This is an optimization exercise on Yosys and OpenROAD, whose aim is small area, a short achievable clock period and few clock cycles, not a production implementation. Function was checked by simulation only, so behaviour that the tests miss may differ from the original.

File: flow/config.mk
export PLATFORM = sky130hd
export DESIGN_NAME = ecc_point_add
export DESIGN_NICKNAME = ecc_point_add
export VERILOG_FILES = /design/flow/design.v
export SDC_FILE = /design/flow/constraint.sdc
export NUM_CORES = 4
export LEC_CHECK = 0
export CAP_MARGIN = 20
export CORE_MARGIN = 2
export CORE_UTILIZATION = 40
export PLACE_DENSITY = 0.6
export SETUP_SLACK_MARGIN = 4
export SLEW_MARGIN = 20
File: flow/constraint.sdc
create_clock -name core_clock -period 10.0 [get_ports {i_clk}]
set_input_delay 2.0000 -clock core_clock [delete_from_list [all_inputs] [get_ports {i_clk}]]
set_output_delay 2.0000 -clock core_clock [all_outputs]
set_load 0.01 [all_outputs]
File: flow/design.v
package ecc_pkg;
    localparam int MUL_CYCLES = 16;
endpackage
`timescale 1ns/1ps
module ecc_sign7 (
    input  logic [6:0] i_x,
    input  logic [6:0] i_y,
    output logic       o_s
);
    logic [5:0] g0, p0;
    logic [5:0] g1, p1;
    logic [5:0] g2, p2;
    logic       c6;
    assign g0 = i_x[5:0] & i_y[5:0];
    assign p0 = i_x[5:0] | i_y[5:0];
    assign g1[0] = g0[0];
    assign p1[0] = p0[0];
    assign g1[5:1] = g0[5:1] | (p0[5:1] & g0[4:0]);
    assign p1[5:1] = p0[5:1] & p0[4:0];
    assign g2[1:0] = g1[1:0];
    assign p2[1:0] = p1[1:0];
    assign g2[5:2] = g1[5:2] | (p1[5:2] & g1[3:0]);
    assign p2[5:2] = p1[5:2] & p1[3:0];
    assign c6 = g2[5] | (p2[5] & g2[1]);
    assign o_s = i_x[6] ^ i_y[6] ^ c6;
endmodule
module ecc_csa7 (
    input  logic [6:0] i_x,
    input  logic [6:0] i_y,
    input  logic [6:0] i_z,
    output logic [6:0] o_s,
    output logic [6:0] o_c
);
    assign o_s = i_x ^ i_y ^ i_z;
    assign o_c = {(i_x[5:0] & i_y[5:0]) | (i_x[5:0] & i_z[5:0]) | (i_y[5:0] & i_z[5:0]), 1'b0};
endmodule
module ecc_qsel (
    input  logic [6:0] i_s0,
    input  logic [6:0] i_c0,
    input  logic [6:0] i_s1,
    input  logic [6:0] i_c1,
    input  logic [6:0] i_s2,
    input  logic [6:0] i_c2,
    output logic [1:0] o_q
);
    logic n0, n1, n2;
    ecc_sign7 s0_i (.i_x(i_s0), .i_y(i_c0), .o_s(n0));
    ecc_sign7 s1_i (.i_x(i_s1), .i_y(i_c1), .o_s(n1));
    ecc_sign7 s2_i (.i_x(i_s2), .i_y(i_c2), .o_s(n2));
    always_comb begin
        if (!n2)      o_q = 2'd3;
        else if (!n1) o_q = 2'd2;
        else if (!n0) o_q = 2'd1;
        else          o_q = 2'd0;
    end
endmodule
module ecc_mul_r4 (
    input  logic [31:0] i_p,
    input  logic [33:0] i_zs,
    input  logic [33:0] i_zc,
    input  logic [31:0] i_pp1,
    input  logic [31:0] i_pp0,
    input  logic        i_first,
    input  logic [6:0]  i_e10,
    input  logic [6:0]  i_e11,
    input  logic [6:0]  i_e12,
    input  logic [6:0]  i_e2,
    input  logic [4:0]  i_f1,
    input  logic [3:0]  i_f0,
    input  logic [6:0]  i_km0,
    input  logic [6:0]  i_km2,
    input  logic [6:0]  i_kp0,
    input  logic [6:0]  i_kp2,
    input  logic [6:0]  i_kt0,
    input  logic [6:0]  i_kt2,
    output logic [33:0] o_zs,
    output logic [33:0] o_zc
);
    logic [6:0]  npt;
    logic [6:0]  s10, c10, s11, c11, s12, c12;
    logic [6:0]  gs, gc;
    logic [6:0]  v1m_h, v1p_h, v1t_h;
    logic [6:0]  km0, km1, km2, kp0, kp1, kp2, kt0, kt1, kt2, kz2;
    logic [6:0]  ms0, mc0, ms1, mc1, ms2, mc2;
    logic [6:0]  zs0, zc0, zs2, zc2;
    logic [6:0]  ps0, pc0, ps1, pc1, ps2, pc2;
    logic [6:0]  ts0, tc0, ts1, tc1, ts2, tc2;
    logic [6:0]  ef, efn;
    logic [1:0]  q1e, q1, q2;           
    logic [1:0]  q2m, q2z, q2p, q2t, q2f;
    logic [33:0] v1, v2;
    logic        cin1, cin2;
    logic [33:0] t1s, t1c, t2s, t2c, t3s, t3c, t4s, t4c;
    assign npt = ~{3'b000, i_p[31:28]};
    ecc_csa7 e10_i (.i_x(i_zs[33:27]), .i_y(i_zc[33:27]), .i_z(i_e10), .o_s(s10), .o_c(c10));
    ecc_csa7 e11_i (.i_x(i_zs[33:27]), .i_y(i_zc[33:27]), .i_z(i_e11), .o_s(s11), .o_c(c11));
    ecc_csa7 e12_i (.i_x(i_zs[33:27]), .i_y(i_zc[33:27]), .i_z(i_e12), .o_s(s12), .o_c(c12));
    ecc_qsel q1_i (.i_s0(s10), .i_c0(c10), .i_s1(s11), .i_c1(c11), .i_s2(s12), .i_c2(c12), .o_q(q1e));
    assign q1 = i_first ? 2'd1 : q1e;
    ecc_csa7 e2_i (.i_x(i_zs[32:26]), .i_y(i_zc[32:26]), .i_z(i_e2), .o_s(gs), .o_c(gc));
    assign v1m_h = {2'b00, i_p[31:27]};
    assign v1p_h = {2'b11, ~i_p[31:27]};
    assign v1t_h = {1'b1, ~i_p[31:26]};
    assign km0 = i_km0;
    assign km1 = v1m_h;
    assign km2 = i_km2;
    assign kp0 = i_kp0;
    assign kp1 = v1p_h;
    assign kp2 = i_kp2;
    assign kt0 = i_kt0;
    assign kt1 = v1t_h;
    assign kt2 = i_kt2;
    assign kz2 = npt;
    ecc_csa7 m0_i (.i_x(gs), .i_y(gc), .i_z(km0), .o_s(ms0), .o_c(mc0));
    ecc_csa7 m1_i (.i_x(gs), .i_y(gc), .i_z(km1), .o_s(ms1), .o_c(mc1));
    ecc_csa7 m2_i (.i_x(gs), .i_y(gc), .i_z(km2), .o_s(ms2), .o_c(mc2));
    ecc_csa7 z0_i (.i_x(gs), .i_y(gc), .i_z(7'd5), .o_s(zs0), .o_c(zc0));
    ecc_csa7 z2_i (.i_x(gs), .i_y(gc), .i_z(kz2), .o_s(zs2), .o_c(zc2));
    ecc_csa7 p0_i (.i_x(gs), .i_y(gc), .i_z(kp0), .o_s(ps0), .o_c(pc0));
    ecc_csa7 p1_i (.i_x(gs), .i_y(gc), .i_z(kp1), .o_s(ps1), .o_c(pc1));
    ecc_csa7 p2_i (.i_x(gs), .i_y(gc), .i_z(kp2), .o_s(ps2), .o_c(pc2));
    ecc_csa7 t0_i (.i_x(gs), .i_y(gc), .i_z(kt0), .o_s(ts0), .o_c(tc0));
    ecc_csa7 t1_i (.i_x(gs), .i_y(gc), .i_z(kt1), .o_s(ts1), .o_c(tc1));
    ecc_csa7 t2_i (.i_x(gs), .i_y(gc), .i_z(kt2), .o_s(ts2), .o_c(tc2));
    ecc_qsel q2m_i (.i_s0(ms0), .i_c0(mc0), .i_s1(ms1), .i_c1(mc1), .i_s2(ms2), .i_c2(mc2), .o_q(q2m));
    ecc_qsel q2z_i (.i_s0(zs0), .i_c0(zc0), .i_s1(gs),  .i_c1(gc),  .i_s2(zs2), .i_c2(zc2), .o_q(q2z));
    ecc_qsel q2p_i (.i_s0(ps0), .i_c0(pc0), .i_s1(ps1), .i_c1(pc1), .i_s2(ps2), .i_c2(pc2), .o_q(q2p));
    ecc_qsel q2t_i (.i_s0(ts0), .i_c0(tc0), .i_s1(ts1), .i_c1(tc1), .i_s2(ts2), .i_c2(tc2), .o_q(q2t));
    assign ef  = {2'b00, i_f1} + {3'b000, i_f0};
    assign efn = ef + npt;
    assign q2f = efn[6] ? 2'd2 : 2'd3;
    always_comb begin
        case (q1)
            2'd0:    q2 = q2m;
            2'd1:    q2 = i_first ? q2f : q2z;
            2'd2:    q2 = q2p;
            default: q2 = q2t;
        endcase
    end
    always_comb begin
        case (q1)
            2'd0:    v1 = {1'b0, i_p, 1'b0};
            2'd1:    v1 = '0;
            2'd2:    v1 = ~{1'b0, i_p, 1'b0};
            default: v1 = ~{i_p, 2'b00};
        endcase
        case (q2)
            2'd0:    v2 = {2'b00, i_p};
            2'd1:    v2 = '0;
            2'd2:    v2 = ~{2'b00, i_p};
            default: v2 = ~{1'b0, i_p, 1'b0};
        endcase
    end
    assign cin1 = q1[1];
    assign cin2 = q2[1];
    logic [33:0] x1, x2, x3, x4;
    assign x1 = {i_zs[31:0], 2'b00};
    assign x2 = {i_zc[31:0], 2'b00};
    assign x3 = {1'b0, i_pp1, 1'b0};
    assign x4 = {2'b00, i_pp0};
    assign t1s = x1 ^ x2 ^ x3;
    assign t1c = {(x1[32:0] & x2[32:0]) | (x1[32:0] & x3[32:0]) | (x2[32:0] & x3[32:0]), 1'b0};
    assign t2s = t1s ^ t1c ^ x4;
    assign t2c = {(t1s[32:0] & t1c[32:0]) | (t1s[32:0] & x4[32:0]) | (t1c[32:0] & x4[32:0]), 1'b0};
    assign t3s = t2s ^ t2c ^ v1;
    assign t3c = {(t2s[32:0] & t2c[32:0]) | (t2s[32:0] & v1[32:0]) | (t2c[32:0] & v1[32:0]), cin1};
    assign t4s = t3s ^ t3c ^ v2;
    assign t4c = {(t3s[32:0] & t3c[32:0]) | (t3s[32:0] & v2[32:0]) | (t3c[32:0] & v2[32:0]), cin2};
    assign o_zs = t4s;
    assign o_zc = t4c;
endmodule
module ecc_mod_conv (
    input  logic [31:0] i_p,
    input  logic [33:0] i_u,
    input  logic [33:0] i_w,
    input  logic        i_cin,
    output logic [31:0] o_r
);
    logic [33:0] cs, cc, d0, d1, pp;
    assign pp = {2'b00, i_p};
    assign cs = i_u ^ i_w ^ pp;
    assign cc = {(i_u[32:0] & i_w[32:0]) | (i_u[32:0] & pp[32:0]) | (i_w[32:0] & pp[32:0]), 1'b0};
    assign d0 = i_u + i_w + {33'd0, i_cin};
    assign d1 = cs + cc + {33'd0, i_cin};
    assign o_r = d0[33] ? d1[31:0] : d0[31:0];
endmodule
`timescale 1ns/1ps
module ecc_point_add #(
    parameter int WIDTH = 32
) (
    input  logic             i_clk,
    input  logic             i_rst_n,
    input  logic             i_start,
    input  logic [WIDTH-1:0] i_p,
    input  logic [WIDTH-1:0] i_x1,
    input  logic [WIDTH-1:0] i_y1,
    input  logic [WIDTH-1:0] i_x2,
    input  logic [WIDTH-1:0] i_y2,
    output logic [WIDTH-1:0] o_x3,
    output logic [WIDTH-1:0] o_y3,
    output logic [WIDTH-1:0] o_z3,
    output logic             o_done
);
    localparam int NF = 26;
    localparam int F_SUBH   = 0;    
    localparam int F_SUBR   = 1;    
    localparam int F_M1L1   = 2;    
    localparam int F_M2L1   = 3;    
    localparam int F_CV1HH  = 4;    
    localparam int F_CV2RR  = 5;    
    localparam int F_M1L2   = 6;    
    localparam int F_M2L2   = 7;    
    localparam int F_CV1HHH = 8;    
    localparam int F_CV2V   = 9;    
    localparam int F_M1L3   = 10;   
    localparam int F_S36    = 11;   
    localparam int F_S37    = 12;   
    localparam int F_S39    = 13;   
    localparam int F_M2L3   = 14;   
    localparam int F_CV1W   = 15;   
    localparam int F_CV2RT  = 16;   
    localparam int F_FIN    = 17;   
    localparam int F_DSH    = 18;   
    localparam int F_DX     = 19;   
    localparam int F_DY     = 20;   
    localparam int F_DH     = 21;   
    localparam int F_M1     = 22;   
    localparam int F_M2     = 23;   
    localparam int F_M1F    = 24;   
    localparam int F_M2F    = 25;   
    function automatic logic [NF-1:0] decode(input logic [5:0] tt);
        logic [NF-1:0] f;
        f = '0;
        f[F_SUBH]   = (tt == 6'd0);
        f[F_SUBR]   = (tt == 6'd1);
        f[F_M1L1]   = (tt >= 6'd1)  && (tt <= 6'd16);
        f[F_M2L1]   = (tt >= 6'd2)  && (tt <= 6'd17);
        f[F_CV1HH]  = (tt == 6'd17);
        f[F_CV2RR]  = (tt == 6'd18);
        f[F_M1L2]   = (tt >= 6'd18) && (tt <= 6'd33);
        f[F_M2L2]   = (tt >= 6'd19) && (tt <= 6'd34);
        f[F_CV1HHH] = (tt == 6'd34);
        f[F_CV2V]   = (tt == 6'd35);
        f[F_M1L3]   = (tt >= 6'd35) && (tt <= 6'd50);
        f[F_S36]    = (tt == 6'd36);
        f[F_S37]    = (tt == 6'd37) || (tt == 6'd38);
        f[F_S39]    = (tt == 6'd39);
        f[F_M2L3]   = (tt >= 6'd40) && (tt <= 6'd55);
        f[F_CV1W]   = (tt == 6'd51);
        f[F_CV2RT]  = (tt == 6'd56);
        f[F_FIN]    = (tt == 6'd57);
        f[F_M1F]    = (tt == 6'd1) || (tt == 6'd18) || (tt == 6'd35);
        f[F_M2F]    = (tt == 6'd2) || (tt == 6'd19) || (tt == 6'd40);
        f[F_M1]     = f[F_M1L1] | f[F_M1L2] | f[F_M1L3];
        f[F_M2]     = f[F_M2L1] | f[F_M2L2] | f[F_M2L3];
        decode = f;
    endfunction
    logic          start_d, busy, done_q, dn;
    logic [5:0]    t;
    logic [1:0]    dph;
    logic [NF-1:0] f;
    logic          accept, stall, finish;
    logic          busy_n, dn_n;
    logic [5:0]    t_n;
    logic [1:0]    dph_n;
    logic [NF-1:0] f_n;
    logic [31:0] p_q, x1_q, y1_q, h_q, r_q, x3_q, y3_q;
    logic [33:0] zs1_q, zc1_q, zs2_q, zc2_q;
    assign accept = i_start & ~start_d & ~busy;
    logic pn_q;
    assign stall  = f[F_SUBR] & ~pn_q;
    assign finish = (f[F_FIN] | f[F_DH]) & p_q[0];
    always_comb begin
        busy_n = busy;
        dn_n   = dn;
        t_n    = t;
        dph_n  = dph;
        if (accept) begin
            busy_n = 1'b1;
            dn_n   = 1'b0;
            t_n    = '0;
        end else if (busy) begin
            if (finish) begin
                busy_n = 1'b0;
                dn_n   = 1'b0;
            end else if (f[F_FIN] | dn) begin
                dn_n  = 1'b1;
                dph_n = (f[F_FIN] | f[F_DH]) ? 2'd0 : dph + 2'd1;
            end else if (!stall) begin
                t_n = t + 6'd1;
            end
        end
        f_n = '0;
        if (busy_n && !dn_n) f_n = decode(t_n);
        if (busy_n && dn_n) begin
            f_n[F_DSH] = (dph_n == 2'd0);
            f_n[F_DX]  = (dph_n == 2'd1);
            f_n[F_DY]  = (dph_n == 2'd2);
            f_n[F_DH]  = (dph_n == 2'd3);
        end
    end
    always_ff @(posedge i_clk or negedge i_rst_n) begin
        if (!i_rst_n) begin
            start_d <= 1'b0;
            busy    <= 1'b0;
            dn      <= 1'b0;
            done_q  <= 1'b0;
            t       <= '0;
            dph     <= '0;
            f       <= '0;
        end else begin
            start_d <= i_start;
            busy    <= busy_n;
            dn      <= dn_n;
            t       <= t_n;
            dph     <= dph_n;
            f       <= f_n;
            if (accept)      done_q <= 1'b0;
            else if (finish) done_q <= 1'b1;
        end
    end
    logic        go;
    logic [31:0] cv_r;
    logic [31:0] x3_d, h_d, y1_d, y3_d, x1_d, r_d;
    assign go = ~stall;
    always_comb begin
        x3_d = x3_q;
        if (f[F_SUBH] | f[F_CV1HH] | f[F_CV1HHH] | f[F_DX]) x3_d = cv_r;
        else if (f[F_M1L1] & go)                           x3_d = {x3_q[29:0], 2'b00};
        else if (f[F_FIN])                                 x3_d = y3_q;
        h_d = h_q;
        if (f[F_SUBH] | f[F_DH]) h_d = cv_r;
        else if (f[F_M1L2])      h_d = {h_q[29:0], h_q[31:30]};
        y3_d = y3_q;
        if ((f[F_SUBR] & go) | f[F_CV2RR] | f[F_S36] | f[F_S37] | f[F_FIN] | f[F_DY]) y3_d = cv_r;
        else if (f[F_M2L1])                                                          y3_d = {y3_q[29:0], 2'b00};
        r_d = r_q;
        if (f[F_SUBR] & go)  r_d = cv_r;
        else if (f[F_M2L3])  r_d = {r_q[29:0], 2'b00};
        if (!busy) begin
            x1_d = i_x1;
            y1_d = i_y1;
        end else begin
            x1_d = x1_q;
            if (f[F_CV2V] | f[F_S39] | f[F_CV2RT]) x1_d = cv_r;
            else if (f[F_M2L2])                    x1_d = {x1_q[29:0], 2'b00};
            y1_d = y1_q;
            if (f[F_CV1W])      y1_d = cv_r;
            else if (f[F_M1L3]) y1_d = {y1_q[29:0], 2'b00};
        end
    end
    logic        g1h_hi, g1x_hi, g1h_lo, g1x_lo;
    logic        g2r_hi, g2x_hi, g2a_hi, g2r_lo, g2x_lo, g2a_lo;
    logic [31:0] m1_pp1, m1_pp0, m2_pp1, m2_pp0;
    logic [33:0] m1_zs, m1_zc, m2_zs, m2_zc;
    always_ff @(posedge i_clk or negedge i_rst_n) begin
        if (!i_rst_n) begin
            g1h_hi <= 1'b0; g1x_hi <= 1'b0; g1h_lo <= 1'b0; g1x_lo <= 1'b0;
            g2r_hi <= 1'b0; g2x_hi <= 1'b0; g2a_hi <= 1'b0;
            g2r_lo <= 1'b0; g2x_lo <= 1'b0; g2a_lo <= 1'b0;
        end else begin
            g1h_hi <= f_n[F_M1L1] & x3_d[31];
            g1h_lo <= f_n[F_M1L1] & x3_d[30];
            g1x_hi <= (f_n[F_M1L2] & h_d[31]) | (f_n[F_M1L3] & y1_d[31]);
            g1x_lo <= (f_n[F_M1L2] & h_d[30]) | (f_n[F_M1L3] & y1_d[30]);
            g2r_hi <= f_n[F_M2L1] & y3_d[31];
            g2r_lo <= f_n[F_M2L1] & y3_d[30];
            g2x_hi <= f_n[F_M2L2] & x1_d[31];
            g2x_lo <= f_n[F_M2L2] & x1_d[30];
            g2a_hi <= f_n[F_M2L3] & r_d[31];
            g2a_lo <= f_n[F_M2L3] & r_d[30];
        end
    end
    logic [4:0] a1t, a2t;
    logic [3:0] b1s, b2s;
    logic [6:0] npt;
    logic [6:0] e1_10, e1_11, e1_12, e1_2, e2_10, e2_11, e2_12, e2_2;
    logic [6:0] e1_10d, e1_11d, e1_12d, e1_2d, e2_10d, e2_11d, e2_12d, e2_2d;
    assign npt = ~{3'b000, p_q[31:28]};
    logic [6:0] k_m0, k_m2, k_p0, k_p2, k_t0, k_t2;
    always_ff @(posedge i_clk) begin
        pn_q <= p_q[31];
        k_m0 <= {2'b00, p_q[31:27]} + 7'd5;
        k_m2 <= {2'b00, p_q[31:27]} + npt;
        k_p0 <= {2'b11, ~p_q[31:27]} + 7'd5;
        k_p2 <= {2'b11, ~p_q[31:27]} + npt;
        k_t0 <= {1'b1, ~p_q[31:26]} + 7'd5;
        k_t2 <= {1'b1, ~p_q[31:26]} + npt;
    end
    always_comb begin
        a1t = f[F_M1L1] ? h_q[31:27] : x3_q[31:27];
        if (f[F_M1L1])      b1s = x3_q[31:28];
        else if (f[F_M1L2]) b1s = h_q[31:28];
        else                b1s = y1_q[31:28];
        if (f[F_M2L1]) begin
            a2t = r_q[31:27];
            b2s = y3_q[31:28];
        end else if (f[F_M2L2]) begin
            a2t = x3_q[31:27];
            b2s = x1_q[31:28];
        end else begin
            a2t = x1_q[31:27];
            b2s = r_q[31:28];
        end
        e1_11d = {3'b000, a1t[4:1] & {4{b1s[1]}}};
        e1_10d = e1_11d + 7'd5;
        e1_12d = e1_11d + npt;
        e1_2d  = {2'b00, a1t & {5{b1s[1]}}} + {3'b000, a1t[4:1] & {4{b1s[0]}}};
        e2_11d = {3'b000, a2t[4:1] & {4{b2s[1]}}};
        e2_10d = e2_11d + 7'd5;
        e2_12d = e2_11d + npt;
        e2_2d  = {2'b00, a2t & {5{b2s[1]}}} + {3'b000, a2t[4:1] & {4{b2s[0]}}};
    end
    always_ff @(posedge i_clk) begin
        e1_10 <= e1_10d;
        e1_11 <= e1_11d;
        e1_12 <= e1_12d;
        e1_2  <= e1_2d;
        e2_10 <= e2_10d;
        e2_11 <= e2_11d;
        e2_12 <= e2_12d;
        e2_2  <= e2_2d;
    end
    assign m1_pp1 = ({32{g1h_hi}} & h_q) | ({32{g1x_hi}} & x3_q);
    assign m1_pp0 = ({32{g1h_lo}} & h_q) | ({32{g1x_lo}} & x3_q);
    assign m2_pp1 = ({32{g2r_hi}} & r_q) | ({32{g2x_hi}} & x3_q) | ({32{g2a_hi}} & x1_q);
    assign m2_pp0 = ({32{g2r_lo}} & r_q) | ({32{g2x_lo}} & x3_q) | ({32{g2a_lo}} & x1_q);
    ecc_mul_r4 mul1_i (
        .i_p     (p_q),
        .i_zs    (zs1_q),
        .i_zc    (zc1_q),
        .i_pp1   (m1_pp1),
        .i_pp0   (m1_pp0),
        .i_first (f[F_M1F]),
        .i_e10   (e1_10),
        .i_e11   (e1_11),
        .i_e12   (e1_12),
        .i_e2    (e1_2),
        .i_f1    (a1t & {5{b1s[3]}}),
        .i_f0    (a1t[4:1] & {4{b1s[2]}}),
        .i_km0   (k_m0),
        .i_km2   (k_m2),
        .i_kp0   (k_p0),
        .i_kp2   (k_p2),
        .i_kt0   (k_t0),
        .i_kt2   (k_t2),
        .o_zs    (m1_zs),
        .o_zc    (m1_zc)
    );
    ecc_mul_r4 mul2_i (
        .i_p     (p_q),
        .i_zs    (zs2_q),
        .i_zc    (zc2_q),
        .i_pp1   (m2_pp1),
        .i_pp0   (m2_pp0),
        .i_first (f[F_M2F]),
        .i_e10   (e2_10),
        .i_e11   (e2_11),
        .i_e12   (e2_12),
        .i_e2    (e2_2),
        .i_f1    (a2t & {5{b2s[3]}}),
        .i_f0    (a2t[4:1] & {4{b2s[2]}}),
        .i_km0   (k_m0),
        .i_km2   (k_m2),
        .i_kp0   (k_p0),
        .i_kp2   (k_p2),
        .i_kt0   (k_t0),
        .i_kt2   (k_t2),
        .o_zs    (m2_zs),
        .o_zc    (m2_zc)
    );
    logic [33:0] cv_u, cv_w;
    logic        cv_cin;
    logic [5:0] cs_u, cs_u_n;
    logic [6:0] cs_w, cs_w_n;
    logic       cs_c, cs_c_n;
    always_comb begin
        cs_u_n = '0;
        cs_w_n = '0;
        cs_c_n = 1'b1;
        if (f_n[F_SUBH]) begin
            cs_u_n[0] = 1'b1; cs_w_n[0] = 1'b1;
        end else if (f_n[F_SUBR]) begin
            cs_u_n[1] = 1'b1; cs_w_n[1] = 1'b1;
        end else if (f_n[F_CV1HH] | f_n[F_CV1HHH] | f_n[F_CV1W]) begin
            cs_u_n[0] = 1'b1; cs_w_n[2] = 1'b1; cs_c_n = 1'b0;
        end else if (f_n[F_CV2RR] | f_n[F_CV2V] | f_n[F_CV2RT]) begin
            cs_u_n[1] = 1'b1; cs_w_n[3] = 1'b1; cs_c_n = 1'b0;
        end else if (f_n[F_S36]) begin
            cs_u_n[2] = 1'b1; cs_w_n[4] = 1'b1;
        end else if (f_n[F_S37]) begin
            cs_u_n[2] = 1'b1; cs_w_n[0] = 1'b1;
        end else if (f_n[F_S39]) begin
            cs_u_n[3] = 1'b1; cs_w_n[5] = 1'b1;
        end else if (f_n[F_DX]) begin
            cs_u_n[4] = 1'b1; cs_w_n[6] = 1'b1;
        end else if (f_n[F_DY]) begin
            cs_u_n[2] = 1'b1; cs_w_n[6] = 1'b1;
        end else if (f_n[F_DH]) begin
            cs_u_n[5] = 1'b1; cs_w_n[6] = 1'b1;
        end else begin
            cs_u_n[3] = 1'b1; cs_w_n[1] = 1'b1;
        end
    end
    always_ff @(posedge i_clk or negedge i_rst_n) begin
        if (!i_rst_n) begin
            cs_u <= '0;
            cs_w <= '0;
            cs_c <= 1'b0;
        end else begin
            cs_u <= cs_u_n;
            cs_w <= cs_w_n;
            cs_c <= cs_c_n;
        end
    end
    assign cv_u = ({34{cs_u[0]}} & zs1_q)
                | ({34{cs_u[1]}} & zs2_q)
                | ({34{cs_u[2]}} & {2'b00, y3_q})
                | ({34{cs_u[3]}} & {2'b00, x1_q})
                | ({34{cs_u[4]}} & {2'b00, x3_q})
                | ({34{cs_u[5]}} & {2'b00, h_q});
    assign cv_w = ({34{cs_w[0]}} & ~{2'b00, x1_q})
                | ({34{cs_w[1]}} & ~{2'b00, y1_q})
                | ({34{cs_w[2]}} & zc1_q)
                | ({34{cs_w[3]}} & zc2_q)
                | ({34{cs_w[4]}} & ~{2'b00, x3_q})
                | ({34{cs_w[5]}} & ~{2'b00, y3_q})
                | ({34{cs_w[6]}} & ~{2'b00, p_q});
    assign cv_cin = cs_c;
    ecc_mod_conv conv_i (
        .i_p   (p_q),
        .i_u   (cv_u),
        .i_w   (cv_w),
        .i_cin (cv_cin),
        .o_r   (cv_r)
    );
    always_ff @(posedge i_clk) begin
        x1_q <= x1_d;
        y1_q <= y1_d;
        if (!busy) begin
            p_q   <= i_p;
            zs1_q <= {2'b00, i_x2};
            zc1_q <= '0;
            zs2_q <= {2'b00, i_y2};
            zc2_q <= '0;
        end else begin
            if (stall & ~p_q[31]) p_q <= {p_q[30:0], 1'b0};
            else if (f[F_DSH])   p_q <= {1'b0, p_q[31:1]};
            if (f[F_SUBH] | f[F_CV1HH] | f[F_CV1HHH] | f[F_CV1W]) begin
                zs1_q <= '0;
                zc1_q <= '0;
            end else if (f[F_M1] & go) begin
                zs1_q <= m1_zs;
                zc1_q <= m1_zc;
            end
            if ((f[F_SUBR] & go) | f[F_CV2RR] | f[F_CV2V] | f[F_CV2RT]) begin
                zs2_q <= '0;
                zc2_q <= '0;
            end else if (f[F_M2]) begin
                zs2_q <= m2_zs;
                zc2_q <= m2_zc;
            end
        end
        if (busy) begin
            h_q  <= h_d;
            r_q  <= r_d;
            x3_q <= x3_d;
            y3_q <= y3_d;
        end
    end
    assign o_x3   = x3_q;
    assign o_y3   = y3_q;
    assign o_z3   = h_q;
    assign o_done = done_q;
endmodule
File: flow/run.sh
#!/bin/bash
# synth_recipe.tcl (not shown) runs the flow's synth.tcl, then flattens the netlist and writes it again
# the make line also repeats each setting of config.mk as NAME=value (left out here)
make -C /OpenROAD-flow-scripts/flow DESIGN_CONFIG=/design/flow/config.mk WORK_HOME=/design/flow/orfs CLKGATE_MAP_FILE= SYNTH_SCRIPT=/design/flow/synth_recipe.tcl finish
==> results.json, run 1 <==
{
  "arrival_ns": 6.36,
  "initial_utilization_pct": 40.4,
  "dieArea_um2": 115000,
  "grt_max_degree": 71,
  "layout_min_cycle_time_ns": 5.97,
  "dpl.cell_count": 6166,
  "cts_sinks": 503,
  "yosys-top-cells-count": "fa_1 (425), inv_1 (409), a21oi_1 (358), nor2_1 (345), edfxtp_1 (284)",
  "worst_pin_slew_ns": 1.05,
  "synth.area.mux_share_pct": 1.78,
  "finalClockSkew_ns": 0.0369,
  "maxCapViolations": 0,
  "rows": 122,
  "synth_top_family_by_area": "adder cells",
  "synthesis.nets": 5368,
  "synth_seq_cells": 503,
  "avgSynthCellArea_um2": 9.68,
  "syn_area_um2": 44800,
  "yosysUniqueCellTypes": 89,
  "via_per_inst": 6.39,
  "synth_fa_ha_area_share_pct": 24.4,
  "worst_setup_path_end_kind": "register",
  "slew_viol_final": 0,
  "gp_congestion": 1.02,
  "fin_cells": 6308,
  "syn_to_final_growth_pct": 14.7,
  "hold_violations": 0,
  "grt_pass1_vias": 38400,
  "die_h_um": 338,
  "synth-simple-area-share_pct": 10.5,
  "wl_per_cell_um": 31.2,
  "layout-drive-gt1-share_pct": 7.16,
  "period_share_pct": 59.7,
  "gr-usage-all-layers_pct": 33.4,
  "route.detailed.drc": 0,
  "cp_top_family": "compound AO/OA/AOI/OAI gates",
  "path_buf_inv": 3,
  "n_fill_cell": 10600,
  "cts_tree": "yes",
  "cp_cell_sequence": "inv_1, buf_4, o22ai_1, or4b_2, ha_1, a21oi_1, o21ai_0, a311oi_2, o211ai_1, a31oi_1, xnor2_2, buf_4, mux2i_1, a211oi_1, a21o_1",
  "cp_max_fo": 31,
  "synth_top_cell_area_share_pct": 19.1,
  "grt_pass1_wl_um": 279000,
  "synth_compound_area_share_pct": 21.9,
  "ant_nets": 0,
  "cts-buffers-inserted": 67,
  "cpMostUsedCell": "buf_4",
  "setup_violations": 0,
  "cp-start-kind": "register",
  "yosysMostFrequentCell": "fa_1",
  "cts_buffer_depth": 3,
  "tns_ns": 0,
  "yosys_warnings": 3,
  "dp_hpwl_um": 148000,
  "synth-main-ff-cell": "edfxtp_1",
  "drt_iter0_markers": 6460,
  "synth_xor_area_share_pct": 5.59,
  "rsz0062_at_grt": "yes",
  "async_flop_share_pct": 12.3,
  "fmax_ghz": 0.168,
  "grt-ovfl-total": 0,
  "cpPeakStageDelay_ns": 0.78,
  "ys_seq_area_share_pct": 29.5,
  "routed_wl_um": 197000,
  "synth-edff-count": 284,
  "critical_path_class": "reg2reg",
  "synth.area.top_cells": "edfxtp_1 (19%), fa_1 (19%), dfxtp_1 (7.0%), xnor2_1 (4.7%), ha_1 (4.4%)",
  "maxSlewHeadroom_pct": 30.1,
  "io_pins": 260,
  "io_buffers": 259,
  "status": "no timing/DRC/antenna violations",
  "hp-class": "reg2reg",
  "cp_slowest_cell": "mux2i_1",
  "nets": 5517,
  "clk_latency_ns": 0.65,
  "syn_inst": 4623,
  "firstDrtPassIters": 15,
  "clk_pin_slew_ns": 0.06,
  "h-tree-depth": 3,
  "die_width_um": 338,
  "required_ns": 10.39,
  "antenna_found_initial": 6,
  "dr_total_vias": 40300,
  "root_buffer": "clkbuf_16",
  "synth_largest_area_cell": "edfxtp_1",
  "design.core.area_um2": 111000
}
[worst paths after layout]
path	from	to	slack [ns]	cells after the start
max	cs_w[1]	y1_q[18]	4.03	15
max reg2reg	cs_w[1]	y1_q[18]	4.03	15
max in group asynchronous	i_rst_n	busy	7.80	2
min reg2reg	zc1_q[2]	zc1_q[2]	0.52	2
min	zc1_q[2]	zc1_q[2]	0.52	2
min in group asynchronous	i_rst_n	cs_u[5]	1.57	2
[tightest hold or removal path, delay by kind of cell (launching register included)]
family             cells  cell delay (ns)
and+or+nand+nor        1             0.07
AOI/OAI and AO/OA      1             0.05
DFF                    1             0.35
[flip-flops by register name (all words and copies together) (netlist names), 26 cells and up]
signal and count:
zc1_q 34, zc2_q 34, zs1_q 34, zs2_q 34, h_q 32, p_q 32, r_q 32, x1_q 32
x3_q 32, y1_q 32, y3_q 32, f 26
[kinds of logic after synthesis]
logic type	Yosys count
compound gates	1424
simple gates	983
buf+inv	726
fa+ha+maj	627
flops	503
xor+xnor	281
mux	79
[stage by stage]
step	area (um2)	utilization (%)	setup slack [ns]	hold WS (ns)
after CTS	51100	46.1	4.04	0.521
after floorplan	44800	-	4.54	0.420
after global routing	51300	46.3	3.93	0.554
final	51300	46.3	4.03	0.525
after detailed placement	48800	44.1	3.28	0.513
after global placement	48800	44.1	3.36	0.500
[cell usage in the layout, fill, tap and decap left out, drive strengths merged, types with 97 or more instances in the layout]
cell           count
nor2             345
buf              130
fa               425
clkbuf            97
clkdlybuf4s50    258
a211oi           122
nand2            212
nand3            132
xnor2            238
a21oi            359
edfxtp           284
inv              411
dfxtp            157
a22oi            159
ha               157
o21ai            170
[what timing repair did]
action | in CTS | in global routing
setup endpoints to repair | 281 | 139
pin swaps | 2 | 5
resized for setup | 23 | 22
buffers inserted | 7 | 16
cloned | 0 | 1
hold buffers | 0 | 0
[per-layer routing]
layer / vias to the layer above / GRT usage (%) / wire length, um
li1: 16900 / - / -
met1: 20100 / 47.2 / 80600
met2: 2903 / 44.2 / 77000
met3: 363 / 15.6 / 32700
met4: 14 / 10.4 / 6490
met5: - / 2.29 / 405
[area by class of cell]
class	count	area [um2]	area share (%)
Clock buffer	97	1950	3.81
Timing Repair Buffer	388	3600	7.02
Timing Repair inverter	1	7.51	0.0146
Inverter	417	1600	3.12
Multi-Input combinational cell	3394	28900	56.3
Tap cell	1488	1860	3.63
Sequential cell	503	13200	25.8
Antenna cell	1	2.50	0.00487
Clock inverter	19	190	0.370
Testbench counts, summed over its fixed seeds: cycles 11,328.
==> run 2, diff against run 1 <==
--- a/flow/design.v
+++ b/flow/design.v
@@ -78,53 +78,25 @@
 );
     logic [6:0]  npt;
-    logic [6:0]  s10, c10, s11, c11, s12, c12;
-    logic [6:0]  gs, gc;
+    logic [6:0]  z1t, gs, gc, g;
     logic [6:0]  v1m_h, v1p_h, v1t_h;
-    logic [6:0]  km0, km1, km2, kp0, kp1, kp2, kt0, kt1, kt2, kz2;
-    logic [6:0]  ms0, mc0, ms1, mc1, ms2, mc2;
-    logic [6:0]  zs0, zc0, zs2, zc2;
-    logic [6:0]  ps0, pc0, ps1, pc1, ps2, pc2;
-    logic [6:0]  ts0, tc0, ts1, tc1, ts2, tc2;
-    logic [6:0]  ef, efn;
     logic [1:0]  q1e, q1, q2;           
     logic [1:0]  q2m, q2z, q2p, q2t, q2f;
+    logic [6:0]  ef, efn;
     logic [33:0] v1, v2;
     logic        cin1, cin2;
     logic [33:0] t1s, t1c, t2s, t2c, t3s, t3c, t4s, t4c;
     assign npt = ~{3'b000, i_p[31:28]};
-    ecc_csa7 e10_i (.i_x(i_zs[33:27]), .i_y(i_zc[33:27]), .i_z(i_e10), .o_s(s10), .o_c(c10));
-    ecc_csa7 e11_i (.i_x(i_zs[33:27]), .i_y(i_zc[33:27]), .i_z(i_e11), .o_s(s11), .o_c(c11));
-    ecc_csa7 e12_i (.i_x(i_zs[33:27]), .i_y(i_zc[33:27]), .i_z(i_e12), .o_s(s12), .o_c(c12));
-    ecc_qsel q1_i (.i_s0(s10), .i_c0(c10), .i_s1(s11), .i_c1(c11), .i_s2(s12), .i_c2(c12), .o_q(q1e));
+    assign z1t = i_zs[33:27] + i_zc[33:27];
+    ecc_qsel q1_i (.i_s0(z1t), .i_c0(i_e10), .i_s1(z1t), .i_c1(i_e11), .i_s2(z1t), .i_c2(i_e12), .o_q(q1e));
     assign q1 = i_first ? 2'd1 : q1e;
     ecc_csa7 e2_i (.i_x(i_zs[32:26]), .i_y(i_zc[32:26]), .i_z(i_e2), .o_s(gs), .o_c(gc));
+    assign g = gs + gc;
     assign v1m_h = {2'b00, i_p[31:27]};
     assign v1p_h = {2'b11, ~i_p[31:27]};
     assign v1t_h = {1'b1, ~i_p[31:26]};
-    assign km0 = i_km0;
-    assign km1 = v1m_h;
-    assign km2 = i_km2;
-    assign kp0 = i_kp0;
-    assign kp1 = v1p_h;
-    assign kp2 = i_kp2;
-    assign kt0 = i_kt0;
-    assign kt1 = v1t_h;
-    assign kt2 = i_kt2;
-    assign kz2 = npt;
-    ecc_csa7 m0_i (.i_x(gs), .i_y(gc), .i_z(km0), .o_s(ms0), .o_c(mc0));
-    ecc_csa7 m1_i (.i_x(gs), .i_y(gc), .i_z(km1), .o_s(ms1), .o_c(mc1));
-    ecc_csa7 m2_i (.i_x(gs), .i_y(gc), .i_z(km2), .o_s(ms2), .o_c(mc2));
-    ecc_csa7 z0_i (.i_x(gs), .i_y(gc), .i_z(7'd5), .o_s(zs0), .o_c(zc0));
-    ecc_csa7 z2_i (.i_x(gs), .i_y(gc), .i_z(kz2), .o_s(zs2), .o_c(zc2));
-    ecc_csa7 p0_i (.i_x(gs), .i_y(gc), .i_z(kp0), .o_s(ps0), .o_c(pc0));
-    ecc_csa7 p1_i (.i_x(gs), .i_y(gc), .i_z(kp1), .o_s(ps1), .o_c(pc1));
-    ecc_csa7 p2_i (.i_x(gs), .i_y(gc), .i_z(kp2), .o_s(ps2), .o_c(pc2));
-    ecc_csa7 t0_i (.i_x(gs), .i_y(gc), .i_z(kt0), .o_s(ts0), .o_c(tc0));
-    ecc_csa7 t1_i (.i_x(gs), .i_y(gc), .i_z(kt1), .o_s(ts1), .o_c(tc1));
-    ecc_csa7 t2_i (.i_x(gs), .i_y(gc), .i_z(kt2), .o_s(ts2), .o_c(tc2));
-    ecc_qsel q2m_i (.i_s0(ms0), .i_c0(mc0), .i_s1(ms1), .i_c1(mc1), .i_s2(ms2), .i_c2(mc2), .o_q(q2m));
-    ecc_qsel q2z_i (.i_s0(zs0), .i_c0(zc0), .i_s1(gs),  .i_c1(gc),  .i_s2(zs2), .i_c2(zc2), .o_q(q2z));
-    ecc_qsel q2p_i (.i_s0(ps0), .i_c0(pc0), .i_s1(ps1), .i_c1(pc1), .i_s2(ps2), .i_c2(pc2), .o_q(q2p));
-    ecc_qsel q2t_i (.i_s0(ts0), .i_c0(tc0), .i_s1(ts1), .i_c1(tc1), .i_s2(ts2), .i_c2(tc2), .o_q(q2t));
+    ecc_qsel q2m_i (.i_s0(g), .i_c0(i_km0), .i_s1(g), .i_c1(v1m_h), .i_s2(g), .i_c2(i_km2), .o_q(q2m));
+    ecc_qsel q2z_i (.i_s0(g), .i_c0(7'd5),  .i_s1(g), .i_c1(7'd0),  .i_s2(g), .i_c2(npt),   .o_q(q2z));
+    ecc_qsel q2p_i (.i_s0(g), .i_c0(i_kp0), .i_s1(g), .i_c1(v1p_h), .i_s2(g), .i_c2(i_kp2), .o_q(q2p));
+    ecc_qsel q2t_i (.i_s0(g), .i_c0(i_kt0), .i_s1(g), .i_c1(v1t_h), .i_s2(g), .i_c2(i_kt2), .o_q(q2t));
     assign ef  = {2'b00, i_f1} + {3'b000, i_f0};
     assign efn = ef + npt;
==> flow/flow/run.sh (new file) <==
#!/bin/bash
# Standard layout (the standard.sh: synthesis, floorplan, place, CTS,
# route, finish), with gate resizing not held to each cell's footprint.
set -euo pipefail
bash standard.sh MATCH_CELL_FOOTPRINT=0 finish > standard_make.log 2>&1
==> flow/standard.sh (new file) <==
#!/bin/bash
# synth_recipe.tcl (not shown) runs the flow's synth.tcl, then flattens the netlist and writes it again
# the make line also repeats each setting of config.mk as NAME=value (left out here)
make -C /OpenROAD-flow-scripts/flow DESIGN_CONFIG=/design/flow/config.mk WORK_HOME=/design/flow/orfs CLKGATE_MAP_FILE= SYNTH_SCRIPT=/design/flow/synth_recipe.tcl "${@:-finish}"
--- a/flow/config.mk
+++ b/flow/config.mk
@@ -10,4 +10,4 @@
 export CORE_UTILIZATION = 40
 export PLACE_DENSITY = 0.6
-export SETUP_SLACK_MARGIN = 4
+export SETUP_SLACK_MARGIN = 5
 export SLEW_MARGIN = 20
removed: flow/run.sh
==> run 2 against run 1 <==
Non-clock buffer count increased by 151. Wire length about the same. Largest cell class unchanged. Synthesized cell count decreased by 6.0%. Via count decreased by 0.62%.
==> results.json, run 2 <==
{
  "yosysMostFrequentCell": "a21oi_1",
  "cp_top_family": "adder cells",
  "layout-drive-gt1-share_pct": 16.1,
  "rows": 118,
  "dpl.cell_count": 5801,
  "io_buffers": 259,
  "synth_seq_cells": 503,
  "status": "no timing/DRC/antenna violations",
  "routed_wl_um": 197000,
  "avgSynthCellArea_um2": 9.58,
  "cts_buffer_depth": 3,
  "fin_cells": 6084,
  "gr-usage-all-layers_pct": 35.6,
  "drt_iter0_markers": 6403,
  "io_pins": 260,
  "route.detailed.drc": 0,
  "cp_cell_sequence": "fa_1, ha_2, inv_2, fa_2, inv_4, maj3_2, maj3_2, maj3_2, maj3_2, xnor2_2, a211o_1, o211ai_4, buf_12, nor2b_4, buf_12, a22oi_1, fa_1, o2bb2ai_1",
  "via_per_inst": 6.58,
  "r2r_slack_ns": 4.60,
  "grt_pass1_vias": 37800,
  "yosysUniqueCellTypes": 96,
  "syn_area_um2": 41600,
  "final_common_cell": "nor2_1",
  "cp_max_fo": 16,
  "maxSlewHeadroom_pct": 17.2,
  "maxCapViolations": 0,
  "finalClockSkew_ns": 0.0260,
  "clk_pin_slew_ns": 0.07,
  "h-tree-depth": 2,
  "antenna_found_initial": 3,
  "worst_setup_path_end_kind": "register",
  "dp_hpwl_um": 142000,
  "nets": 5272,
  "synth-edff-count": 284,
  "slew_viol_final": 0,
  "cts-buffers-inserted": 60,
  "layout_min_cycle_time_ns": 5.40,
  "tns_ns": 0,
  "dr_total_vias": 40000,
  "fmax_ghz": 0.185,
  "rr_worst_depth": 18,
  "ant_nets": 0,
  "finalHoldWorstSlack_ns": 0.514,
  "startpoint": "zs1_q[27]",
  "syn_inst": 4346,
  "synth.area.top_cells": "edfxtp_1 (20%), fa_1 (15%), dfxtp_1 (7.5%), ha_1 (4.6%), a21oi_1 (4.0%)",
  "arrival_ns": 5.82,
  "required_ns": 10.42,
  "ys_seq_area_share_pct": 31.8,
  "synth_largest_area_cell": "edfxtp_1",
  "synth-main-ff-cell": "edfxtp_1",
  "synthesis.nets": 4968,
  "cp-start-kind": "register",
  "period_share_pct": 54.0,
  "worstSetupEndpoint": "zs1_q[22]",
  "path_buf_inv": 4,
  "r2r-start": "zs1_q[27]",
  "cpPeakStageDelay_ns": 0.65,
  "yosys_warnings": 3,
  "die_h_um": 327,
  "final_cell_mix": "nor2_1 (325), a21oi_1 (322), inv_1 (321), edfxtp_1 (284)",
  "yosys-top-cells-count": "a21oi_1 (336), nor2_1 (334), inv_1 (328), fa_1 (307), edfxtp_1 (284)",
  "synth_top_cell_area_share_pct": 20.5,
  "hp-class": "reg2reg",
  "cts_sinks": 503,
  "r2r-end": "zs1_q[22]",
  "hold_violations": 0,
  "grt-ovfl-total": 0,
  "design.core.area_um2": 103000,
  "firstDrtPassIters": 15,
  "die_width_um": 327,
  "critical_path_class": "reg2reg",
  "cpMostUsedCell": "maj3_2",
  "grt_max_degree": 71,
  "cp_slowest_cell": "fa_2",
  "grt_pass1_wl_um": 275000,
  "root_buffer": "clkbuf_16",
  "cts_tree": "yes",
  "final_area_um2": 51400,
  "initial_utilization_pct": 40.3,
  "async_flop_share_pct": 12.3,
  "dieArea_um2": 107000,
  "worst_pin_slew_ns": 1.24,
  "wl_per_cell_um": 32.4,
  "dpl_cell_area_um2": 46000,
  "path_depth": 18,
  "setup_violations": 0,
  "gp_congestion": 1.04,
  "syn_to_final_growth_pct": 23.5,
  "clk_latency_ns": 0.70,
  "rsz0062_at_grt": "yes"
}
## run 2: worst min path at each step
stage	from	to	slack [ns]	cells after the start
global placement	zs1_q[33]	zs1_q[33]	0.49	2
floorplan	zs1_q[33]	zs1_q[33]	0.45	2
detailed placement	zs1_q[33]	zs1_q[33]	0.49	2
global route	zs1_q[33]	zs1_q[33]	0.53	2
finish	zc1_q[1]	zc1_q[1]	0.51	2
CTS	zs1_q[33]	zs1_q[33]	0.51	2
## run 2: stage by stage
stage               setup slack, ns  utilization (%)
finish                         4.60             49.8
global route                   4.44             49.7
CTS                            4.60             48.5
detailed placement             3.30             44.5
global placement               3.37             44.5
floorplan                      4.93                -
## run 2: timing repair
item	in CTS	in global routing
pin swaps	93	76
setup endpoints to repair	337	300
gates cloned	21	8
endpoints found under the hold margin	0	0
setup buffers	78	58
hold buffers	0	0
gates resized for setup	269	152
## run 2: kinds of logic (layout without fill, tap and decap cells)
logic type                 after synthesis  count (layout)  share of synthesized area (%)
AOI/OAI and AO/OA                     1440            1440                           24.2
xor gates and xnor gates               205             205                           4.33
adders and majority gates              498             498                           20.3
buffers and inverters                  639             987                           5.87
DFF                                    503             503                           31.8
muxes                                  112             112                           2.71
other                                    0               4                              0
and+or+nand+nor                        949             955                           10.8
## run 2: layout make-up
cell class                 instances  area (um2)
antenna                            4        10.0
sequential                       503       13200
timing repair inverter             2        15.0
inverter                         334        1300
fill                            9579       51900
multi-input combinational       3210       27700
timing repair buffer             539        5350
clock buffer                      73        1630
clock inverter                    39         414
tap                             1380        1730
## run 2: layer usage
metal / track usage (%) / up-vias / wire length, um
met1: 49.0 / 20000 / 77400
met3: 14.6 / 451 / 30800
met5: 0 / - / 14
met2: 49.6 / 3008 / 80100
li1: - / 16600 / -
met4: 13.1 / 2 / 8920
## run 2: worst reg2reg max path, stage by stage, from the launching register on
cell and delay, ns:
edfxtp_1 0.45, fa_1 0.56, ha_2 0.18, inv_2 0.04
fa_2 0.65, inv_4 0.08, maj3_2 0.31, maj3_2 0.30
maj3_2 0.31, maj3_2 0.34, xnor2_2 0.14, a211o_1 0.34
o211ai_4 0.13, buf_12 0.18, nor2b_4 0.17, buf_12 0.18
a22oi_1 0.14, fa_1 0.57, o2bb2ai_1 0.07
Testbench counts of run 2, summed over its fixed seeds: cycles 11,328.
==> run 3, diff against run 2 <==
--- a/flow/config.mk
+++ b/flow/config.mk
@@ -6,4 +6,5 @@
 export NUM_CORES = 4
 export LEC_CHECK = 0
+export ABC_AREA = 1
 export CAP_MARGIN = 20
 export CORE_MARGIN = 2
==> run 3 against run 2 <==
Register-to-register slack improved by 0.37 ns. Via count increased by 9.0%. Cell count increased by 17%. Synthesized area increased by 2.5%. Die area increased by 2.5%. Count of clock-buffer cells in the layout increased by 11. Design area increased by 0.19%. Largest cell class unchanged. Highest routed layer unchanged.
==> results.json, run 3 <==
{
  "synth-main-ff-cell": "edfxtp_1",
  "dp_hpwl_um": 150000,
  "synthesis.nets": 6019,
  "yosys_warnings": 3,
  "slew_viol_final": 0,
  "ant_nets": 0,
  "clk_latency_ns": 0.71,
  "yosysMostFrequentCell": "nand2_1",
  "design.core.area_um2": 106000,
  "hold_buffers": 0,
  "rr_worst_depth": 24,
  "gr-usage-all-layers_pct": 35.2,
  "layout_min_cycle_time_ns": 5.03,
  "route.detailed.drc": 0,
  "cpMostUsedCell": "buf_6",
  "synth_seq_cells": 503,
  "worst_pin_slew_ns": 1.12,
  "synth_top_cell_area_share_pct": 20.0,
  "diodes": 0,
  "h-tree-depth": 2,
  "gp_congestion": 1.02,
  "hold_violations": 0,
  "firstDrtPassIters": 14,
  "antenna_found_initial": 2,
  "synth.area.top_cells": "edfxtp_1 (20%), fa_1 (14%), nand2_1 (12%), dfxtp_1 (7.4%), inv_1 (5.8%)",
  "required_ns": 10.43,
  "io_buffers": 259,
  "syn_area_um2": 42700,
  "worst_setup_path_end_kind": "register",
  "via_per_inst": 6.12,
  "min_from": "zs1_q[33]",
  "synth-edff-count": 284,
  "cts-buffers-inserted": 60,
  "maxSlewHeadroom_pct": 24.5,
  "cts_buffer_depth": 3,
  "async_flop_share_pct": 12.3,
  "period_share_pct": 50.3,
  "rsz0062_at_grt": "yes",
  "nets": 6315,
  "routed_wl_um": 201000,
  "cpPeakStageDelay_ns": 0.55,
  "die_width_um": 331,
  "dieArea_um2": 109000,
  "yosysUniqueCellTypes": 71,
  "yosys-top-cells-count": "nand2_1 (1318), inv_1 (665), o21ai_0 (431), nand3_1 (345), fa_1 (307)",
  "drt_iter0_markers": 6324,
  "finalClockSkew_ns": 0.0462,
  "layout-drive-gt1-share_pct": 11.6,
  "cp-start-kind": "register",
  "r2r-end": "zs1_q[25]",
  "fmax_ghz": 0.199,
  "root_buffer": "clkbuf_16",
  "tns_ns": 0,
  "die_h_um": 331,
  "cp_slowest_cell": "fa_2",
  "critical_path_class": "reg2reg",
  "grt-ovfl-total": 0,
  "grt_pass1_vias": 40500,
  "rows": 119,
  "status": "no timing/DRC/antenna violations",
  "holdPathEnd": "zs1_q[33]",
  "ys_seq_area_share_pct": 31.0,
  "setup_violations": 0,
  "r2r-start": "zs1_q[27]",
  "dr_total_vias": 43700,
  "synth_largest_area_cell": "edfxtp_1",
  "grt_pass1_wl_um": 281000,
  "hold_depth": 2,
  "initial_utilization_pct": 40.4,
  "wl_per_cell_um": 28.1,
  "syn_inst": 5397,
  "clk_pin_slew_ns": 0.06,
  "syn_to_final_growth_pct": 20.7,
  "avgSynthCellArea_um2": 7.91,
  "cts_sinks": 503,
  "io_pins": 260,
  "cts_tree": "yes",
  "hp-class": "reg2reg",
  "arrival_ns": 5.46,
  "maxCapViolations": 0,
  "n_fill_cell": 10200,
  "grt_max_degree": 67,
  "cp_cell_sequence": "fa_1, ha_2, inv_2, fa_2, buf_6, buf_6, o221ai_4, o21ai_2, maj3_2, nand3_2, ha_4, nor3_2, nor2_1, nand3_2, buf_6, nand4_1, buf_6, clkbuf_16, nand2_2, nand3_2, nand2_2, inv_2, fa_1, o21ai_0",
  "final_cell_mix": "nand2_1 (1263), inv_1 (636), o21ai_0 (356), nand3_1 (323), fa_1 (302)",
  "r2r_slack_ns": 4.97,
  "cp_max_fo": 8,
  "final_common_cell": "nand2_1"
}
[run 3: cell count changes in the layout (fill, tap and decap cells not counted), moves of 89 or more]
cell | previous run | this run
nand2_1 | 200 | 1263
inv_1 | 321 | 636
nand3_1 | 105 | 323
o21ai_0 | 158 | 356
a22oi_1 | 178 | 19
xnor2_1 | 135 | 32
a221oi_1 | 13 | 112
mux2i_1 | 99 | 1
a21oi_1 | 322 | 233
[run 3: cell families (layout without fill, tap and decap cells)]
group / count (synthesis) / after routing / synth area share (%)
AOI/OAI and AO/OA: 1234 / 1235 / 18.0
xor gates and xnor gates: 117 / 117 / 2.46
adders and majority gates: 460 / 460 / 18.9
buffers and inverters: 979 / 1315 / 8.92
DFF: 503 / 503 / 31.0
muxes: 4 / 4 / 0.0938
and+or+nand+nor: 2100 / 2111 / 20.7
[run 3: stage by stage]
stage	setup WS, ns	util [%]	hold WS, ns	cells	cell area [um2]
finish	4.97	48.8	0.492	7136	51500
global route	4.80	48.8	0.534	7136	51500
CTS	4.87	47.2	0.492	7050	49800
detailed placement	3.95	44.3	0.483	6873	46700
global placement	4.05	44.2	0.479	6871	46700
floorplan	5.34	-	0.405	5397	42700
[run 3: what timing repair did]
| item | 4_1_cts | 5_1_grt |
|---|---|---|
| endpoints found under the setup margin | 305 | 303 |
| buffers inserted | 52 | 73 |
| hold endpoints to repair | 0 | 0 |
| gates resized for setup | 116 | 285 |
| pin swaps | 30 | 111 |
| cloned | 11 | 12 |
[run 3: routing by layer]
layer | vias to the layer above | GRT usage [%] | routed length, um
met5 | - | 0 | 28
met4 | 4 | 11.6 | 8810
met3 | 440 | 11.0 | 29500
met2 | 3236 | 50.5 | 82900
met1 | 21100 | 50.2 | 79400
li1 | 18800 | - | -
[run 3: area by class of cell]
cell class | count | area (um2) | share of cell area (%)
Sequential cell | 503 | 13200 | 25.7
Multi-Input combinational cell | 3927 | 26700 | 51.9
Timing Repair inverter | 3 | 30.0 | 0.0583
Inverter | 701 | 2720 | 5.28
Tap cell | 1391 | 1740 | 3.38
Clock buffer | 84 | 1880 | 3.66
Timing Repair Buffer | 497 | 4910 | 9.53
Clock inverter | 30 | 251 | 0.488
[run 3: how the worst max path moves through the flow]
stage / from / end / depth (start not counted)
3_5_place_dp: f[2] / zs1_q[1] / 22
4_1_cts: p_q[29] / y1_q[25] / 19
3_3_place_gp: f[2] / zs1_q[1] / 22
5_1_grt: zs1_q[27] / zs1_q[16] / 23
6_report: zs1_q[27] / zs1_q[25] / 24
2_1_floorplan: zs2_q[27] / zc2_q[30] / 23
[run 3: critical path, delay by kind of cell, from the launching register on]
kind	cells	cell delay, ns
fa+ha+maj	6	2.32
buf+inv	7	0.85
flops	1	0.44
simple gates	8	0.85
compound gates	3	0.28
==> run 4, diff against run 3 <==
--- a/flow/config.mk
+++ b/flow/config.mk
@@ -6,9 +6,8 @@
 export NUM_CORES = 4
 export LEC_CHECK = 0
-export ABC_AREA = 1
 export CAP_MARGIN = 20
 export CORE_MARGIN = 2
-export CORE_UTILIZATION = 40
-export PLACE_DENSITY = 0.6
+export CORE_UTILIZATION = 55
+export PLACE_DENSITY = 0.7
 export SETUP_SLACK_MARGIN = 5
 export SLEW_MARGIN = 20
==> run 4 against run 3 <==
Still clean. First-iteration DRC count rose by 18%. Fmax shrank 8.0%. Die area shrank 29%. Synthesized area shrank 2.5%. Sequential share of layout area increased by 0.50 points. Synthesized cell count down 19%. Highest routed layer unchanged.
==> results.json, run 4 <==
{
  "status": "no timing/DRC/antenna violations",
  "grt_pass1_vias": 38000,
  "dp_hpwl_um": 135000,
  "cp_top_family": "adder cells",
  "clk_pin_slew_ns": 0.07,
  "design.core.area_um2": 74700,
  "rows": 100,
  "drt_iter0_markers": 7477,
  "yosys_warnings": 3,
  "grt_pass1_wl_um": 267000,
  "initial_utilization_pct": 55.7,
  "min_from": "zs1_q[33]",
  "layout_min_cycle_time_ns": 5.47,
  "grt_max_degree": 71,
  "io_pins": 260,
  "path_buf_inv": 4,
  "synth.area.top_cells": "edfxtp_1 (20%), fa_1 (15%), dfxtp_1 (7.5%), ha_1 (4.6%), a21oi_1 (4.0%)",
  "grtUsageMet2_pct": 63.8,
  "synth-main-ff-cell": "edfxtp_1",
  "wl_per_cell_um": 33.8,
  "dr_total_vias": 40700,
  "ant_nets": 0,
  "route.detailed.drc": 0,
  "met1_usage_pct": 66.0,
  "io_buffers": 259,
  "cp_cell_sequence": "fa_1, ha_2, inv_2, fa_2, inv_4, maj3_2, maj3_2, or3_1, ha_1, a41o_1, nand3_1, nand4_1, o211ai_4, buf_12, nor2b_4, clkbuf_16, a22oi_1, fa_2, o2bb2ai_1",
  "cts_sinks": 503,
  "die_width_um": 279,
  "critical_path_class": "reg2reg",
  "cpPeakStageDelay_ns": 0.63,
  "clk_latency_ns": 0.67,
  "cp_slowest_cell": "fa_2",
  "setup_violations": 0,
  "syn_to_final_growth_pct": 21.4,
  "nets": 5248,
  "gr-usage-all-layers_pct": 47.3,
  "die_h_um": 279,
  "ys_seq_area_share_pct": 31.8,
  "final_cell_mix": "nor2_1 (323), inv_1 (322), a21oi_1 (318), edfxtp_1 (284), clkdlybuf4s50_1 (258)",
  "cts_tree": "yes",
  "routed_wl_um": 191000,
  "worst_pin_slew_ns": 1.29,
  "met3_usage_pct": 21.6,
  "dieArea_um2": 77900,
  "slew_viol_final": 0,
  "maxCapViolations": 0,
  "cts-buffers-inserted": 57,
  "gp_congestion": 1.06,
  "worst_setup_path_end_kind": "register",
  "grt-ovfl-total": 0,
  "synth-edff-count": 284,
  "startpoint": "zs1_q[27]",
  "synth_seq_cells": 503,
  "yosysMostFrequentCell": "a21oi_1",
  "hold_violations": 0,
  "required_ns": 10.38,
  "final_util_pct": 67.7,
  "synthesis.nets": 4968,
  "antenna_found_initial": 6,
  "tns_ns": 0,
  "async_flop_share_pct": 12.3,
  "layout-drive-gt1-share_pct": 15.2,
  "yosysUniqueCellTypes": 96,
  "rsz0062_at_grt": "yes",
  "syn_area_um2": 41600,
  "h-tree-depth": 2,
  "r2r-start": "zs1_q[27]",
  "cp_max_fo": 9,
  "arrival_ns": 5.84,
  "firstDrtPassIters": 17,
  "yosys-top-cells-count": "a21oi_1 (336), nor2_1 (334), inv_1 (328), fa_1 (307), edfxtp_1 (284)",
  "hold_buffers": 0,
  "avgSynthCellArea_um2": 9.58,
  "cp-start-kind": "register",
  "root_buffer": "clkbuf_16",
  "cts_buffer_depth": 3,
  "maxSlewHeadroom_pct": 14.0,
  "hp-class": "reg2reg",
  "period_share_pct": 54.7,
  "finalClockSkew_ns": 0.0266,
  "fmax_ghz": 0.183,
  "grt_busiest_layer": "met1",
  "synth_largest_area_cell": "edfxtp_1",
  "syn_inst": 4346,
  "final_common_cell": "nor2_1",
  "synth_top_cell_area_share_pct": 20.5,
  "via_per_inst": 7.21
}
[run 4: changes by cell type after synthesis, sizes merged, moves of 102 or more]
cell / change
inv: -352
o21ai: -261
nand2: -1114
mux2i: +102
nand3: -239
a22oi: +164
xnor2: +110
[run 4: tightest hold or removal path: cells and delay by family, from the launching register on]
kind,cells,cell delay (ns)
DFF,1,0.34
and+or+nand+nor,1,0.06
AOI/OAI and AO/OA,1,0.06
[run 4: path summary, 6_finish.rpt]
path / endpoint / slack (ns) / depth (start not counted)
min: zs1_q[33] / 0.51 / 2
min in group asynchronous: t[1] / 1.51 / 2
max: zs1_q[26] / 4.53 / 19
max in group asynchronous: busy / 7.83 / 2
min reg2reg: zs1_q[33] / 0.51 / 2
max reg2reg: zs1_q[26] / 4.53 / 19
[run 4: cell type report]
cell class / count / area [um2]
diodes: 2 / 5.00
clock buffers: 70 / 1500
clock inverters: 37 / 445
fillers: 5901 / 24100
inverters: 334 / 1290
multi-input cells: 3209 / 27600
flip-flops and latches: 503 / 13200
well taps: 969 / 1210
repair buffers: 520 / 5260
repair inverters: 1 / 8.76
[run 4: what timing repair did]
| item | CTS | global route |
|---|---|---|
| pin swaps | 83 | 60 |
| resized for setup | 258 | 137 |
| buffers inserted | 85 | 42 |
| gates cloned | 18 | 5 |
| setup endpoints to repair | 337 | 246 |
[run 4: cell families (layout without fill, tap and decap cells)]
| kind of cell | count (synthesis) | count (layout) | synth area share (%) |
|---|---|---|---|
| AO/OA/AOI/OAI | 1440 | 1441 | 24.2 |
| flip-flops | 503 | 503 | 31.8 |
| multiplexers | 112 | 112 | 2.71 |
| adder cells (fa/ha/maj) | 498 | 498 | 20.3 |
| XOR/XNOR | 205 | 205 | 4.33 |
| other | 0 | 2 | 0 |
| buffers and inverters | 639 | 962 | 5.87 |
| AND/OR/NAND/NOR | 949 | 953 | 10.8 |
[run 4: per-stage QoR]
step                      instance area, um2  hold slack (ns)  std cells  setup WS, ns
after floorplan                        41900            0.450       4346          4.93
after global placement                 45400            0.485       5385          3.42
after detailed placement               45400            0.486       5385          3.33
after CTS                              49500            0.501       5595          4.58
after global routing                   50500            0.538       5643          4.39
final                                  50500            0.508       5645          4.53
[run 4: routing by layer]
layer,share of wire [%],up-vias
li1,-,16600
met1,38,19800
met2,39,3717
met3,18,663
met4,5.2,14
met5,0.11,-

==> static timing again, ports no longer ideal <==
The flow's constraints put no driver on any port. The routed layouts listed below were extracted and timed again, unchanged, in two steps.
Step 1 (the two cells are an assumption about what drives the block):
set clk [get_ports {i_clk}]
set_driving_cell -lib_cell sky130_fd_sc_hd__clkbuf_16 $clk
set_driving_cell -lib_cell sky130_fd_sc_hd__buf_2 [delete_from_list [all_inputs] $clk]
Step 2 adds t to the input delays and takes it off the output delays; t is the mean of the earliest and latest rising clock arrival at the registers after step 1. Input paths then give back, and output paths get back, about the clock's delay inside the block.
Three values: ideal ports, drivers, drivers and shift; two values: the first two.
| run | shift t [ns] | setup slack, ns | worst hold slack (ns) | pins driven straight from the clock port |
|---|---|---|---|---|
| run 1 | 0.702 | 4.031 / 4.031 / 4.031 | 0.525 / 0.525 / 0.525 | 1 |
| run 2 | 0.750 | 4.603 / 4.603 / 4.603 | 0.514 / 0.514 / 0.514 | 1 |
| run 3 | 0.750 | 4.971 / 4.971 / 4.971 | 0.492 / 0.492 / 0.492 | 1 |
| run 4 | 0.720 | 4.534 / 4.534 / 4.534 | 0.508 / 0.508 / 0.508 | 1 |
After both steps setup and hold are still met in every run listed.
